This design comes from an exercise in tuning for small area and few clock cycles on the open sky130 flow, not from production work. In this exercise RTL edits were held to simulation tests only and were not proved equivalent to the original.

== v55 ==
==> flow/design.v (excerpt) <==
module rgb_to_hsv_converter_unit #(
    parameter logic [16:0] REG_AT = 17'b00100100010001001
) (
    input  logic        aclk,
    input  logic        aresetn,
    input  logic        s_tvalid,
    output logic        s_tready,
    input  logic [23:0] s_tdata,    
    output logic        m_tvalid,
    input  logic        m_tready,
    output logic [39:0] m_tdata     
);
    logic [16:0][hsv_pkg::STEP_W-1:0] pos;   
    logic [16:0][hsv_pkg::STEP_W-1:0] src;   
    hsv_pkg::step_t        last;
    logic           en;
    hsv_prep u_prep (
        .in_valid (s_tvalid),
        .red      (s_tdata[7:0]),
        .green    (s_tdata[15:8]),
        .blue     (s_tdata[23:16]),
        .out_bits (pos[0])
    );
    for (genvar p = 0; p <= 16; p++) begin : g_pos
        if (p > 0) begin : g_step
            hsv_div #(.STEP(p - 1)) u_step (.in_bits(src[p-1]), .out_bits(pos[p]));
        end
        if (REG_AT[p]) begin : g_reg
            hsv_pkg::step_t nxt;
            logic           v_reg;
            logic [hsv_pkg::STEP_W-2:0] data_reg;
            assign nxt = pos[p];
            always_ff @(posedge aclk) begin
                if (!aresetn) begin
                    v_reg <= 1'b0;
                end else if (en) begin
                    v_reg <= nxt.v;
                end
            end
            always_ff @(posedge aclk) begin
                if (en) begin
                    data_reg <= nxt[hsv_pkg::STEP_W-2:0];
                end
            end
            assign src[p] = {v_reg, data_reg};
  ...
==> flow/config.mk <==
export PLATFORM = sky130hd
export DESIGN_NAME = rgb_to_hsv_converter_unit
export DESIGN_NICKNAME = rgb_to_hsv_converter_unit
export VERILOG_FILES = /design/flow/design.v
export SDC_FILE = /design/flow/constraint.sdc
export NUM_CORES = 4
export LEC_CHECK = 0
export ABC_AREA = 1
export CAP_MARGIN = 20
export CORE_MARGIN = 2
export CORE_UTILIZATION = 40
export SLEW_MARGIN = 20
==> flow/constraint.sdc <==
create_clock -name core_clock -period 5.0 [get_ports {aclk}]
set_input_delay 1.0000 -clock core_clock [delete_from_list [all_inputs] [get_ports {aclk}]]
set_output_delay 1.0000 -clock core_clock [all_outputs]
set_load 0.01 [all_outputs]
standard.sh (not shown) runs the stock make flow with config.mk's settings and CLKGATE_MAP_FILE= SYNTH_SCRIPT=/design/flow/synth_recipe.tcl, a recipe that flattens the netlist after the stock synthesis.
==> flow/flow/run.sh <==
#!/bin/bash
set -euo pipefail
export SYNTH_OPERATIONS_ARGS="-nofsm"
export BUFFER_PORTS_ARGS="-buffer_cell sky130_fd_sc_hd__buf_2"
export RECOVER_POWER=100
bash standard.sh ADDER_MAP_FILE= ABC_DRIVER_CELL=sky130_fd_sc_hd__buf_4 finish > standard.log 2>&1
Testbench counts of v55, summed over its fixed seeds: cycles 32,808.
The following lists how v3 was set up differently from v55:
Settings: setting SETUP_SLACK_MARGIN to -0.2 for the first time; setting CTS_CLUSTER_DIAMETER to 80 for the first time; setting CTS_CLUSTER_SIZE to 20 for the first time.
==> flow/flow/run.sh <==
#!/bin/bash
set -euo pipefail
export SYNTH_OPERATIONS_ARGS="-nofsm"
export BUFFER_PORTS_ARGS="-buffer_cell sky130_fd_sc_hd__buf_2"
bash standard.sh ADDER_MAP_FILE= ABC_DRIVER_CELL=sky130_fd_sc_hd__buf_4 finish > standard.log 2>&1
==> comparison <==
- v55 → v3: final worst-path setup slack decreased by 0.080 ns relative to the old numbers; global-route track usage on met2 decreased by 0.29 points relative to the old numbers; number of routed nets with antenna violations closely matched the old numbers.
- Every stage of the flow completed for v3, and the final layout passed the timing, design-rule and antenna checks.
- Per the comparison of v3 with v55, fraction of area in multi-input gates increased 0.94 points; mux cell area share after synthesis now sits at about the same level.
- Reported for v55 and v3, xor and xnor area share after synthesis turned out identical to the last digit.
- Higher via count was reported by v55, not v3.
- Cmp v3 vs v55: core utilization of the finished layout lower in v3
- Re total wirelength of the detailed-routed design: v55 was higher than v3.
The inputs of v58 differ from those of v3 as listed below.
Settings: CTS_CLUSTER_SIZE: 20 -> 28; SETUP_SLACK_MARGIN: -0.2 -> -0.3; CTS_CLUSTER_DIAMETER: 80 -> 100.
==> flow/flow/run.sh <==
#!/bin/bash
set -euo pipefail
export SYNTH_OPERATIONS_ARGS="-nofsm"
export BUFFER_PORTS_ARGS="-buffer_cell sky130_fd_sc_hd__buf_2"
export RECOVER_POWER=100
export GPL_KEEP_OVERFLOW=0
bash standard.sh ADDER_MAP_FILE= ABC_DRIVER_CELL=sky130_fd_sc_hd__buf_4 finish > standard.log 2>&1
--- outcome ---
[v58] flow finished | final checks: failed | reasons: max-capacitance violations, max-slew violations
Number of buffers inserted by post-CTS setup repair in v58 is 4 above v3.
v58 ended up with a lower worst setup slack than v3 did.
Summary of the comparison: final standard cell area without fillers is lower in v58, relative to v3.
Taking v3 as the reference, in v58 worst clock skew saw an increase.
Looking only at final cycle utilization of the critical path, and setting everything else aside, the higher value of v3 and v58 goes to v58.
Wire: v58 routes less than v3
On met1 track demand over resource in global routing, v3 and v58 are neck and neck.
Modified inputs, v5 compared to v58
Settings: changing SETUP_SLACK_MARGIN from -0.3 to -0.2.
==> flow/flow/run.sh <==
#!/bin/bash
set -euo pipefail
export SYNTH_OPERATIONS_ARGS="-nofsm"
export BUFFER_PORTS_ARGS="-buffer_cell sky130_fd_sc_hd__buf_2"
export RECOVER_POWER=100
bash standard.sh ADDER_MAP_FILE= ABC_DRIVER_CELL=sky130_fd_sc_hd__buf_4 finish > standard.log 2>&1
[summary]
Summary of v58 and v5: one run falls short of a clean finish, namely v58.
v58 finished all stages; layout check result: FAIL, due to max-capacitance violations, max-slew violations.
Compared with v58, v5 ends up with more cell area.
v5 — area growth from synthesis to layout 3.1 points higher, v58 as reference
A start-to-end type of the worst setup path of reg2out is what v5 shows, while reg2reg belongs to v58.
Of the two candidates, v58 has the better number of DRC markers in iteration 0 and v5 the worse one.
On number of vias after detailed routing: between v58 and v5, it ends up lower for v58.
Relative to v58, the final standard cell count with taps included and fillers excluded measured on v5 has increased by a few percent.
Looking at sequential share of layout area across v58 and v5, the one that comes out lower is v5.
Taking v58 as the reference point, the non-clock buffer count of v5 rises by 97.
### v5 -> v44
Settings: removing CTS_CLUSTER_SIZE (formerly 28); removing CTS_CLUSTER_DIAMETER (formerly 100).
==> flow/flow/run.sh <==
#!/bin/bash
set -euo pipefail
export SYNTH_OPERATIONS_ARGS="-nofsm"
export BUFFER_PORTS_ARGS="-buffer_cell sky130_fd_sc_hd__buf_2"
bash standard.sh ADDER_MAP_FILE= ABC_DRIVER_CELL=sky130_fd_sc_hd__buf_4 finish > standard.log 2>&1
## What came out
- Compared with v5, v44 shows a count of clock-buffer cells in the layout that is 26 higher.
- Diff v5 -> v44 | filler-free cell count of the finished design | increase of 0.61%
- Taking v5 as the reference, in v44 adder-cell share of the synthesized area stayed essentially flat, average detailed-routed wire length per instance stayed essentially flat.

========
== job 1216 ==
The RTL this note starts from:
==> flow/design.v <==
package hsv_pkg;
    localparam int CHAN_W = 8;
    localparam int STEP_W = 68;    
    typedef struct packed {
        logic        v;     
        logic [7:0]  hi;    
        logic [7:0]  dm;    
        logic [7:0]  rs;    
        logic [7:0]  rh;    
        logic        hp;    
        logic [1:0]  r3;    
        logic [15:0] qs;    
        logic [15:0] qh;    
    } step_t;
endpackage
module hsv_prep (
    input  logic                in_valid,
    input  logic [7:0]          red,
    input  logic [7:0]          green,
    input  logic [7:0]          blue,
    output logic [hsv_pkg::STEP_W-1:0] out_bits
);
    hsv_pkg::step_t out;
    assign out_bits = out;
    logic       ge_rg, ge_gb, ge_br, eq_rg, eq_gb, eq_br, ge_rb;
    logic       sec_r, sec_g;
    logic       down;           
    logic [7:0] hi, mid, lo, xa, xb;
    logic [2:0] k;
    always_comb begin
        ge_rg = (red >= green);
        ge_gb = (green >= blue);
        ge_br = (blue >= red);
        eq_rg = (red == green);
        eq_gb = (green == blue);
        eq_br = (blue == red);
        ge_rb = !ge_br || eq_br;
        sec_r = ge_rg && ge_rb;
        sec_g = !sec_r && ge_gb;
        if (sec_r) begin
            hi = red;
            if (ge_gb) begin mid = green; lo = blue;  down = 1'b0; k = 3'd0; end
            else       begin mid = blue;  lo = green; down = 1'b1; k = 3'd5; end
        end else if (sec_g) begin
            hi = green;
            if (ge_br) begin
                mid = blue; lo = red;
                down = eq_gb;
                k    = eq_gb ? 3'd3 : 3'd2;
            end else begin
                mid = red; lo = blue; down = 1'b1; k = 3'd1;
            end
        end else begin
            hi = blue;
            if (ge_rg) begin mid = red;   lo = green; down = 1'b0; k = 3'd4; end
            else       begin mid = green; lo = red;   down = 1'b1; k = 3'd3; end
        end
        xa = down ? hi  : mid;
        xb = down ? mid : lo;
        out.v  = in_valid;
        out.hi = hi;
        out.dm = hi + ~lo;
        out.rs = out.dm;
        out.qs = '0;
        out.rh = xa - xb;
        out.hp = 1'b0;
        out.r3 = (k >= 3'd3) ? 2'(k - 3'd3) : k[1:0];
        out.qh = {15'd0, (k >= 3'd3)};
    end
endmodule
module hsv_div #(
    parameter int STEP = 0
) (
    input  logic [hsv_pkg::STEP_W-1:0] in_bits,
    output logic [hsv_pkg::STEP_W-1:0] out_bits
);
    hsv_pkg::step_t in, out;
    assign in       = in_bits;
    assign out_bits = out;
    logic       sbit;
    logic [8:0] st, ht;
    logic [9:0] sdf, hdf;
    logic       sfit, hfit;
    logic [2:0] t3;
    logic       hb;
    always_comb begin
        sbit = (STEP < 8) ? 1'b1 : !in.dm[15 - STEP];
        out  = in;
        st   = {in.rs, sbit};
        sdf  = {1'b0, st} - {2'b0, in.hi};
        sfit = !sdf[9];
        out.rs = sfit ? sdf[7:0] : st[7:0];
        out.qs = {in.qs[14:0], sfit};
        if (STEP < 15) begin
            ht   = {in.rh, 1'b0};
            hdf  = {1'b0, ht} + {2'b11, ~in.dm};
            hfit = !hdf[9];
            out.rh = hfit ? hdf[7:0] : ht[7:0];
            out.hp = hfit;
        end
        if (STEP > 0) begin
            t3   = {in.r3, in.hp};
            hb   = (t3 >= 3'd3);
            out.r3 = hb ? 2'(t3 - 3'd3) : t3[1:0];
            out.qh = {in.qh[14:0], hb};
        end
    end
endmodule
module rgb_to_hsv_converter_unit #(
    parameter logic [16:0] REG_AT = 17'b00100100100100101
) (
    input  logic        aclk,
    input  logic        aresetn,
    input  logic        s_tvalid,
    output logic        s_tready,
    input  logic [23:0] s_tdata,    
    output logic        m_tvalid,
    input  logic        m_tready,
    output logic [39:0] m_tdata     
);
    logic [16:0][hsv_pkg::STEP_W-1:0] pos;   
    logic [16:0][hsv_pkg::STEP_W-1:0] src;   
    hsv_pkg::step_t        last;
    logic           en;
    hsv_prep u_prep (
        .in_valid (s_tvalid),
        .red      (s_tdata[7:0]),
        .green    (s_tdata[15:8]),
        .blue     (s_tdata[23:16]),
        .out_bits (pos[0])
    );
    for (genvar p = 0; p <= 16; p++) begin : g_pos
        if (p > 0) begin : g_step
            hsv_div #(.STEP(p - 1)) u_step (.in_bits(src[p-1]), .out_bits(pos[p]));
        end
        if (REG_AT[p]) begin : g_reg
            hsv_pkg::step_t nxt;
            logic           v_reg;
            logic [hsv_pkg::STEP_W-2:0] data_reg;
            assign nxt = pos[p];
            always_ff @(posedge aclk) begin
                if (!aresetn) begin
                    v_reg <= 1'b0;
                end else if (en) begin
                    v_reg <= nxt.v;
                end
            end
            always_ff @(posedge aclk) begin
                if (en) begin
                    data_reg <= nxt[hsv_pkg::STEP_W-2:0];
                end
            end
            assign src[p] = {v_reg, data_reg};
        end else begin : g_wire
            assign src[p] = pos[p];
        end
    end
    logic grey;
    assign last     = src[16];
    assign grey     = (last.dm == 8'hFF);
    assign m_tvalid = last.v;
    assign en       = m_tready || !m_tvalid;
    assign s_tready = en;
    assign m_tdata  = {last.hi,
                       grey ? 16'd0 : last.qs,
                       last.qh};
endmodule
==> flow/config.mk <==
export PLATFORM = sky130hd
export DESIGN_NAME = rgb_to_hsv_converter_unit
export DESIGN_NICKNAME = rgb_to_hsv_converter_unit
export VERILOG_FILES = /design/flow/design.v
export SDC_FILE = /design/flow/constraint.sdc
export NUM_CORES = 4
export LEC_CHECK = 0
export ABC_AREA = 1
export CAP_MARGIN = 20
export CORE_MARGIN = 2
export CORE_UTILIZATION = 40
export SLEW_MARGIN = 20
==> flow/constraint.sdc <==
create_clock -name core_clock -period 5.0 [get_ports {aclk}]
set_input_delay 1.0000 -clock core_clock [delete_from_list [all_inputs] [get_ports {aclk}]]
set_output_delay 1.0000 -clock core_clock [all_outputs]
set_load 0.01 [all_outputs]
==> flow/flow/run.sh <==
#!/bin/bash
set -euo pipefail
export SYNTH_OPERATIONS_ARGS="-nofsm"
export BUFFER_PORTS_ARGS="-buffer_cell sky130_fd_sc_hd__buf_2"
bash standard.sh finish > standard.log 2>&1
Job 1216 finished every step from synthesis to the final layout, and the layout passed the timing, design-rule and antenna checks.
Testbench counts of job 1216, summed over its fixed seeds: cycles 32,816.
> inputs changed (job 1216 -> job 5796)
- TNS_END_PERCENT now 5, previously not set
==> flow/run.sh (new file) <==
#!/bin/bash
# synth_recipe.tcl (not shown) runs the flow's synth.tcl, then flattens the netlist and writes it again
# the make line also repeats each setting of config.mk as NAME=value (left out here)
make -C /OpenROAD-flow-scripts/flow DESIGN_CONFIG=/design/flow/config.mk WORK_HOME=/design/flow/orfs CLKGATE_MAP_FILE= SYNTH_SCRIPT=/design/flow/synth_recipe.tcl finish
removed: flow/flow/run.sh
removed: flow/standard.sh
## What came out
In summary, job 5796 completed successfully, with a layout that passed the timing, design-rule and antenna checks. Per the comparison of job 5796 with job 1216, combined buffer and inverter count along the critical path down 4; critical path depth down 15; shortest period the worst path allows up 0.16 ns; via count up about 13%; CTS buffer count up about 13%. Job 1216 → job 5796: worst-case hold slack has decreased, post-route clock period utilization rose 3.2 points, final design instance area without fill shows an increase of 5.3%. Comparing job 5796 and job 1216, the higher clock latency on the worst-skew pair was measured on job 1216. Run comparison: job 5796 largest family of logic cells by synthesized area simple AND/OR/NAND/NOR gates; job 1216 largest family of logic cells by synthesized area adder cells.
For job 3953, these inputs were changed with respect to job 5796:
- an added CTS_BUF_LIST of sky130_fd_sc_hd__clkbuf_4 sky130_fd_sc_hd__clkbuf_8
- a deleted TNS_END_PERCENT that had been 5
==> flow/flow/run.sh (new file) <==
#!/bin/bash
set -euo pipefail
export SYNTH_OPERATIONS_ARGS="-nofsm"
export BUFFER_PORTS_ARGS="-buffer_cell sky130_fd_sc_hd__buf_2"
bash standard.sh finish > standard.log 2>&1
==> flow/standard.sh (new file) <==
#!/bin/bash
# synth_recipe.tcl (not shown) runs the flow's synth.tcl, then flattens the netlist and writes it again
# the make line also repeats each setting of config.mk as NAME=value (left out here)
make -C /OpenROAD-flow-scripts/flow DESIGN_CONFIG=/design/flow/config.mk WORK_HOME=/design/flow/orfs CLKGATE_MAP_FILE= SYNTH_SCRIPT=/design/flow/synth_recipe.tcl "${@:-finish}"
removed: flow/run.sh
## What came out
| mux share of post-synthesis cell area | job 3953 vs job 5796 | ≈ equal |. Job 3953 vs job 5796, count of clock-buffer cells in the layout went up by 36. From job 5796 to job 3953 the numbers moved as follows: post-synthesis cell count -about 13%, wire length dropped 9.5%. | endpoint arrival time on the critical path | higher: job 3953 |. Final non-filler cell total: job 3953 vs job 5796 down 9.1%. g_pos[5].g_reg.data_reg[43]$_SDFFCE_PP1P_ as the start point of the critical path was reported by job 3953, and g_pos[14].g_reg.data_reg[46]$_DFFE_PP_ by job 5796. Design area in job 3953 is 1200 sq um below job 5796. Job 5796 reports its last element of the critical path as m_tdata[16] while job 3953 reports g_pos[8].g_reg.data_reg[44]$_DFFE_PP_. Job 5796 → job 3953: detailed route wirelength on metal2 went down by 8.0%; fraction of layout cells with a size suffix above 1 now sits higher.
diff inputs: job 3953 => job 696
- CTS_BUF_LIST no longer set, was sky130_fd_sc_hd__clkbuf_4 sky130_fd_sc_hd__clkbuf_8
==> flow/flow/run.sh <==
#!/bin/bash
set -euo pipefail
export SYNTH_OPERATIONS_ARGS="-nofsm"
export BUFFER_PORTS_ARGS="-buffer_cell sky130_fd_sc_hd__buf_2"
export SKIP_INCREMENTAL_REPAIR=1
bash standard.sh ABC_DRIVER_CELL=sky130_fd_sc_hd__buf_4 finish > standard.log 2>&1
--- outcome ---
| die area | job 3953 vs job 696 | ≈ equal |
Job 696 vs job 3953, worst setup path startpoint: g_pos[11].g_reg.data_reg[52]$_DFFE_PP_ vs g_pos[5].g_reg.data_reg[43]$_SDFFCE_PP1P_
Cell with the largest stage delay on the worst path = fa_2: job 3953; cell with the largest stage delay on the worst path = fa_1: job 696
On hold slack, job 3953 tracks job 696 almost exactly.
Job 696 vs job 3953 on portion of the clock cycle consumed by the worst path in the final layout: job 696 is the higher one.
Ran to the end and failed final checks on setup timing: job 696.
Between job 696 and job 3953, the width of the die figures differ only marginally.
When the final numbers for job 3953 and job 696 were put side by side, the fmax turned out to be greater in job 3953.

==> what the ideal ports hide <==
No port has a modelled driver above. Below, the same layouts with a new extraction and two added sets of constraints.
Step 1 assumes that a clkbuf_16 drives the clock port and a buf_2 every other input.
Step 2, shift: input delay + t, output delay - t, t = (earliest + latest rising clock arrival at the registers) / 2. This alone moves slack from input paths to output paths.
Slacks: no drivers / after step 1 / after step 2; pairs: no drivers / after step 1.
run	t, ns	slack for setup (ns)	slew at the worst register clock pin (ns)	cell pins on the clock port's net
v55	0.631	0.372 / 0.320 / 0.445	0.07 / 0.07	1
v3	0.589	0.292 / 0.292 / 0.292	0.08 / 0.08	1
v58	0.569	0.142 / 0.142 / -0.287	0.11 / 0.11	1
v5	0.581	0.400 / 0.346 / 0.402	0.11 / 0.11	1
v44	0.629	0.378 / 0.323 / 0.388	0.07 / 0.07	1
job 1216	0.625	0.221 / 0.221 / -0.055	0.06 / 0.06	1
job 5796	0.587	0.058 / 0.004 / 0.083	0.06 / 0.06	1
job 3953	0.663	0.198 / 0.198 / -0.047	0.07 / 0.07	1
job 696	0.562	-0.012 / -0.012 / -0.012	0.07 / 0.07	1
For v58, which loses most, drivers alone change the setup slack by 0.000 ns; drivers and shift together by -0.429 ns.
